Background: an optimization exercise with open tools, aiming at small area, a short achievable clock period and few clock cycles per item. Do not read the settings as production practice. Where RTL was checked, it was by simulation tests only, not by an equivalence proof against the original. Power is estimated from default activity; no workload was simulated.

exp/willow:
==> flow/design.v <==
`default_nettype none
package bcaa_pkg;
    localparam int BATT_W     = 10;
    localparam int ANGLE_W    = 16;
    localparam int CFG_IDX_W  = 1;
    localparam int CFG_DATA_W = 10;
endpackage
`default_nettype wire
`default_nettype none
module battery_compensated_angle_from_adc (
    input  wire logic                  clk,
    input  wire logic                  rst_n,
    input  wire logic                  in_valid,
    output logic                       in_ready,
    input  wire logic [7:0]            in_code_byte0,
    input  wire logic [7:0]            in_code_byte1,
    input  wire logic [7:0]            in_code_byte2,
    input  wire logic [bcaa_pkg::BATT_W-1:0]     in_battery_count,
    input  wire logic                  in_zero_request,
    input  wire logic                  cfg_valid,
    output logic                       cfg_ready,
    input  wire logic [bcaa_pkg::CFG_IDX_W-1:0]  cfg_index,
    input  wire logic [bcaa_pkg::CFG_DATA_W-1:0] cfg_data,
    output logic                       out_valid,
    input  wire logic                  out_ready,
    output logic      [bcaa_pkg::ANGLE_W-1:0]    out_angle_q8,
    output logic                       out_denominator_fault,
    output logic                       out_offset_taken
);
    localparam int NSTEP = 9;                 
    logic [1:0] mode_reg;
    logic       mode3_reg;    
    logic [9:0] knee_reg;
    assign cfg_ready = 1'b1;
    always_ff @(posedge clk or negedge rst_n)
        if (!rst_n) begin
            mode_reg  <= 2'd2;
            mode3_reg <= 1'b0;
            knee_reg  <= 10'd796;
        end else if (cfg_valid) begin
            if (cfg_index == 1'b0) begin
                mode_reg  <= cfg_data[1:0];
                mode3_reg <= (cfg_data[1:0] == 2'd3);
            end else begin
                knee_reg  <= cfg_data;
            end
        end
    logic        fs_acc, fs_abs, fs_shift, fs_u, fs_x15, fs_x225;
    logic        n_acc, n_abs, n_shift, n_u, n_x15, n_x225;
    logic        c_zero;      
    logic        c_inv;       
    logic        c_code;      
    logic        c_sh4;       
    logic        k_m1, k_2, k_5120, k_m5120, k_5121;    
    logic [1:0]  fpos;
    logic [29:0] facc;        
    logic [23:0] fden;        
    logic        fge;         
    logic        flo;         
    logic        fzreq;
    logic        fneg;        
    logic        fmge;        
    logic        ftneg;       
    logic        handoff;
    logic [23:0] code_ext;
    logic [23:0] ireg;        
    logic        iv;          
    logic        consume;
    logic        take;
    logic        m_ge;
    logic [29:0] alu_x;
    logic [29:0] alu_y;
    logic [29:0] alu_k;
    logic [29:0] alu_r;
    logic [22:0] m_val;
    always_comb begin
        if (mode3_reg)
            code_ext = {in_code_byte0, in_code_byte1, in_code_byte2};
        else
            code_ext = {{8{in_code_byte0[7]}}, in_code_byte0, in_code_byte1};
        alu_k = ({30{k_m1}}) | (k_2 ? 30'd2 : 30'd0) | (k_5120 ? 30'd5120 : 30'd0)
              | (k_m5120 ? 30'h3FFFEC00 : 30'd0) | (k_5121 ? 30'd5121 : 30'd0);
        alu_x = (c_zero ? 30'd0 : facc) ^ {30{c_inv}};
        alu_y = (c_code ? {{6{ireg[23]}}, ireg} : 30'd0) | (c_sh4 ? (facc << 4) : 30'd0) | alu_k;
        alu_r = alu_x + alu_y + 30'(c_sh4);
        if (facc[29])
            m_val = '0;
        else if (mode_reg == 2'd3 && (|facc[24:23]))
            m_val = 23'h200000;
        else
            case (mode_reg)
                2'd3:    m_val = facc[24:2];
                2'd2:    m_val = {facc[22:2], 2'b0};
                2'd1:    m_val = {facc[20:2], 4'b0};
                default: m_val = {facc[18:2], 6'b0};
            endcase
        m_ge = (|m_val[22:13]) | (m_val[12] & (m_val[11] | m_val[10]));
    end
    logic        take_first;
    logic        take_last;
    assign consume    = fs_acc && iv;
    assign in_ready   = (fs_acc && !(fpos == 2'd3 && iv)) || handoff;
    assign take       = in_valid && in_ready;
    assign take_first = (fs_acc && fpos == 2'd0 && !iv) || handoff;
    assign take_last  = fs_acc && ((fpos == 2'd3 && !iv) || (fpos == 2'd2 && iv));
    always_comb begin
        n_abs   = consume && (fpos == 2'd3);
        n_acc   = (fs_acc && !n_abs) || (fs_x225 && handoff);
        n_shift = fs_abs;
        n_u     = fs_shift;
        n_x15   = fs_u;
        n_x225  = fs_x15 || (fs_x225 && !handoff);
    end
    always_ff @(posedge clk or negedge rst_n)
        if (!rst_n) begin
            fs_acc   <= 1'b1;
            fs_abs   <= 1'b0;
            fs_shift <= 1'b0;
            fs_u     <= 1'b0;
            fs_x15   <= 1'b0;
            fs_x225  <= 1'b0;
            c_zero   <= 1'b1;
            c_inv    <= 1'b0;
            c_code   <= 1'b1;
            c_sh4    <= 1'b0;
            k_m1     <= 1'b0;
            k_2      <= 1'b0;
            k_5120   <= 1'b0;
            k_m5120  <= 1'b0;
            k_5121   <= 1'b0;
            fpos     <= 2'd0;
            iv       <= 1'b0;
        end else begin
            iv <= take;
            if (consume)
                fpos <= fpos + 2'd1;
            fs_acc   <= n_acc;
            fs_abs   <= n_abs;
            fs_shift <= n_shift;
            fs_u     <= n_u;
            fs_x15   <= n_x15;
            fs_x225  <= n_x225;
            if (fs_x225 && handoff)
                c_zero <= 1'b1;
            else if (consume)
                c_zero <= 1'b0;
            c_inv   <= (n_abs && alu_r[25]) || (n_u && !fneg && !m_ge) || n_x15 || n_x225;
            c_code  <= n_acc;
            c_sh4   <= n_x15 || n_x225;
            k_m1    <= n_abs && alu_r[25];
            k_2     <= n_abs && !alu_r[25];
            k_5120  <= n_u && fneg;
            k_m5120 <= n_u && !fneg && m_ge;
            k_5121  <= n_u && !fneg && !m_ge;
        end
    always_ff @(posedge clk) begin
        ireg <= code_ext;
        if (take && take_first) fden  <= 24'(in_battery_count);
        if (take && take_last)  fzreq <= in_zero_request;
        if (consume) begin
            facc <= alu_r;
            fneg <= alu_r[25];
        end
        if (fs_abs || fs_u || fs_x15)
            facc <= alu_r;
        if (fs_abs) begin
            fge  <= (fden[9:0] >= knee_reg);
            flo  <= (fden[9:0] < 10'd59);
            fden <= 24'((19'(fden[9:0]) << 9) - (19'(fden[9:0]) << 7) - 19'(fden[9:0]));
        end
        if (fs_shift) begin
            facc <= 30'(m_val);
            fmge <= m_ge;
            fden <= fge ? 24'd9420800 : ((fden << 5) + fden - 24'd737280);
        end
        if (fs_u)
            ftneg <= fneg | ~fmge;
    end
    logic        dbusy;
    logic [3:0]  dcnt;
    logic [23:0] drem;
    logic [5:0]  dlow;        
    logic [17:0] dquo;        
    logic [23:0] dden;
    logic [25:0] dden3;       
    logic        dtop;        
    logic        dovf;        
    logic        dsgn;
    logic        dzreq;
    logic        dfault;
    logic        rv;
    logic        rsgn;
    logic        rzreq;
    logic        rfault;
    logic        out_valid_reg;
    logic        out_free;
    logic        emit;
    logic        dstep;
    logic        dfinal;
    logic        dcan_load;
    assign out_free  = !out_valid_reg || out_ready;
    assign emit      = rv && out_free;
    assign dstep     = dbusy && !(rv && !out_free);
    assign dfinal    = dbusy && (dcnt == 4'(NSTEP - 1));
    assign dcan_load = !dbusy || dfinal;
    assign handoff   = fs_x225 && dcan_load;
    logic        dovf_now;
    assign dovf_now = (dcnt == 4'd0) ? (dtop || (drem >= dden)) : dovf;
    logic [25:0] x4;
    logic [26:0] s1, s2, s3;
    logic        ge1, ge2, ge3;
    logic [23:0] rem_next;
    logic [1:0]  qdig;
    always_comb begin
        x4 = {drem, dlow[5:4]};
        s1 = {1'b0, x4} - {3'b0, dden};
        s2 = {1'b0, x4} - {2'b0, dden, 1'b0};
        s3 = {1'b0, x4} - {1'b0, dden3};
        ge1 = !s1[26];
        ge2 = !s2[26];
        ge3 = !s3[26];
        if (ge3)      rem_next = s3[23:0];
        else if (ge2) rem_next = s2[23:0];
        else if (ge1) rem_next = s1[23:0];
        else          rem_next = x4[23:0];
        qdig = {ge2, ge3 | (ge1 & ~ge2)};
    end
    always_ff @(posedge clk or negedge rst_n)
        if (!rst_n) begin
            dbusy <= 1'b0;
            dcnt  <= '0;
            rv    <= 1'b0;
        end else begin
            if (handoff) begin
                dbusy <= 1'b1;
                dcnt  <= '0;
            end else if (dfinal && dstep) begin
                dbusy <= 1'b0;
            end else if (dstep) begin
                dcnt <= dcnt + 1'b1;
            end
            if (dfinal && dstep)
                rv <= 1'b1;
            else if (emit)
                rv <= 1'b0;
        end
    always_ff @(posedge clk) begin
        if (handoff) begin
            drem   <= alu_r[28:5];
            dlow   <= {alu_r[4:0], 1'b0};
            dtop   <= alu_r[29];
            dden   <= fden;
            dden3  <= (26'(fden) << 1) + 26'(fden);
            dsgn   <= ftneg;
            dzreq  <= fzreq;
            dfault <= !fge && flo;
        end else if (dstep) begin
            if (dcnt == 4'd0)
                dovf <= dovf_now;
            drem <= rem_next;
            dlow <= {dlow[3:0], 2'b0};
        end
        if (dstep)
            dquo <= {dquo[15:0], (qdig | {2{dovf_now}}) ^ {2{dsgn}}};
        if (dfinal && dstep) begin
            rsgn   <= dsgn;
            rzreq  <= dzreq;
            rfault <= dfault;
        end
    end
    logic [17:0] q_sat;
    logic        ofs_pos;
    logic [17:0] ofs_x;
    logic [15:0] angle_reg;
    logic        fault_reg;
    logic        taken_reg;
    assign q_sat = dquo ^ {18{rsgn}};
    always_ff @(posedge clk or negedge rst_n)
        if (!rst_n) begin
            out_valid_reg <= 1'b0;
            ofs_pos       <= 1'b1;
            ofs_x         <= '0;
        end else begin
            if (emit)
                out_valid_reg <= 1'b1;
            else if (out_ready)
                out_valid_reg <= 1'b0;
            if (emit && !rfault && rzreq) begin
                ofs_pos <= rsgn;
                if (rsgn)
                    ofs_x <= q_sat[17] ? 18'd131071 : q_sat;
                else
                    ofs_x <= ~((q_sat[17] && (|q_sat[16:0])) ? 18'd131072 : q_sat);
            end
        end
    logic [20:0] ang_s;
    logic [19:0] ang;
    logic [15:0] ang_c;
    always_comb begin
        ang_s = {{{2{~ofs_pos}}, ofs_x}, 1'b1} + {{{2{rsgn}}, dquo}, (~ofs_pos | rsgn)};
        ang   = ang_s[20:1];
        if (rfault || (!ofs_pos && rsgn) || ang[19])
            ang_c = 16'd0;
        else if (|ang[18:16])
            ang_c = 16'hFFFF;
        else
            ang_c = ang[15:0];
    end
    always_ff @(posedge clk) begin
        if (emit) begin
            angle_reg <= ang_c;
            fault_reg <= rfault;
            taken_reg <= !rfault && rzreq;
        end
    end
    assign out_valid             = out_valid_reg;
    assign out_angle_q8          = angle_reg;
    assign out_denominator_fault = fault_reg;
    assign out_offset_taken      = taken_reg;
endmodule
`default_nettype wire
clock: 7.5 ns
lec_check: 0
cap_margin: 20
core_margin: 2
core_utilization: 40
setup_slack_margin: 3.0
slew_margin: 20
run.sh (not shown) runs the stock make flow with config.mk's settings and CLKGATE_MAP_FILE= SYNTH_SCRIPT=/design/flow/synth_recipe.tcl, a recipe that flattens the netlist after the stock synthesis.
Relative to exp/willow, the following input files were edited for exp/umber:
-- flow/design.v --
<<< exp/willow, line 183
    logic [17:0] dquo;        
    logic [23:0] dden;
    logic [25:0] dden3;       
    logic        dtop;        
    logic        dovf;        
>>> exp/umber, line 183
    logic [17:0] dquo;        
    logic [23:0] dden;
    logic        dtop;        
    logic        dovf;        
<<< exp/willow, line 209
    logic [25:0] x4;
    logic [26:0] s1, s2, s3;
    logic        ge1, ge2, ge3;
    logic [23:0] rem_next;
>>> exp/umber, line 208
    logic [25:0] x4;
    logic [26:0] s1, s2, s3;
    logic [26:0] c3s, c3c;    
    logic        ge1, ge2, ge3;
    logic [23:0] rem_next;
<<< exp/willow, line 216
        s1 = {1'b0, x4} - {3'b0, dden};
        s2 = {1'b0, x4} - {2'b0, dden, 1'b0};
        s3 = {1'b0, x4} - {1'b0, dden3};
        ge1 = !s1[26];
        ge2 = !s2[26];
>>> exp/umber, line 216
        s1 = {1'b0, x4} - {3'b0, dden};
        s2 = {1'b0, x4} - {2'b0, dden, 1'b0};
        c3s = {1'b0, x4} ^ ~{3'b0, dden} ^ ~{2'b0, dden, 1'b0};
        c3c = ({1'b0, x4} & ~{3'b0, dden}) | ({1'b0, x4} & ~{2'b0, dden, 1'b0})
            | (~{3'b0, dden} & ~{2'b0, dden, 1'b0});
        s3 = 27'(({c3s, 1'b1} + {c3c[25:0], 1'b1, 1'b1}) >> 1);
        ge1 = !s1[26];
        ge2 = !s2[26];
<<< exp/willow, line 251
            dtop   <= alu_r[29];
            dden   <= fden;
            dden3  <= (26'(fden) << 1) + 26'(fden);
            dsgn   <= ftneg;
            dzreq  <= fzreq;
>>> exp/umber, line 254
            dtop   <= alu_r[29];
            dden   <= fden;
            dsgn   <= ftneg;
            dzreq  <= fzreq;
Results
- Result: PASS for each of exp/willow and exp/umber
- As of exp/umber, die area had fallen by a little under 10% compared to exp/willow.
- Comparing exp/willow and exp/umber, depth of the CTS H-tree is higher on exp/willow.
- Relative to exp/willow, the power drawn by the clock network measured on exp/umber has decreased by more than 10%.
- exp/willow consumes more power than exp/umber.
- exp/umber falls short of exp/willow in worst hold slack.
- Core utilization of the finished layout, exp/willow and exp/umber: smaller value in exp/umber
Testbench counts of exp/umber, summed over its fixed seeds: cycles 14,496, items 1,600.
Only the layout flow was run in exp/willow; the RTL was not checked for function there.

-- what the ideal ports hide --
The results above use ideal ports. As a check the final layouts listed here were re-extracted and re-timed, cells and wires unchanged.
Step 1 (the two cells are an assumption about what drives the block):
set clk [get_ports {clk}]
set_driving_cell -lib_cell sky130_fd_sc_hd__clkbuf_16 $clk
set_driving_cell -lib_cell sky130_fd_sc_hd__buf_2 [delete_from_list [all_inputs] $clk]
Step 2 adds t to the input delays and takes it off the output delays; t is the mean of the earliest and latest rising clock arrival at the registers after step 1. Input paths then give back, and output paths get back, about the clock's delay inside the block.
a / b / c = no drivers / after step 1 / after step 2; a / b = the first two.
| run | shift t [ns] | slack for setup (ns) | latest minus earliest clock arrival (ns) |
|---|---|---|---|
| exp/willow | 0.609 | 3.249 / 3.193 / 3.327 | 0.021 / 0.022 |
| exp/umber | 0.604 | 3.200 / 3.141 / 3.247 | 0.016 / 0.016 |
After both steps every run listed still meets setup and hold.
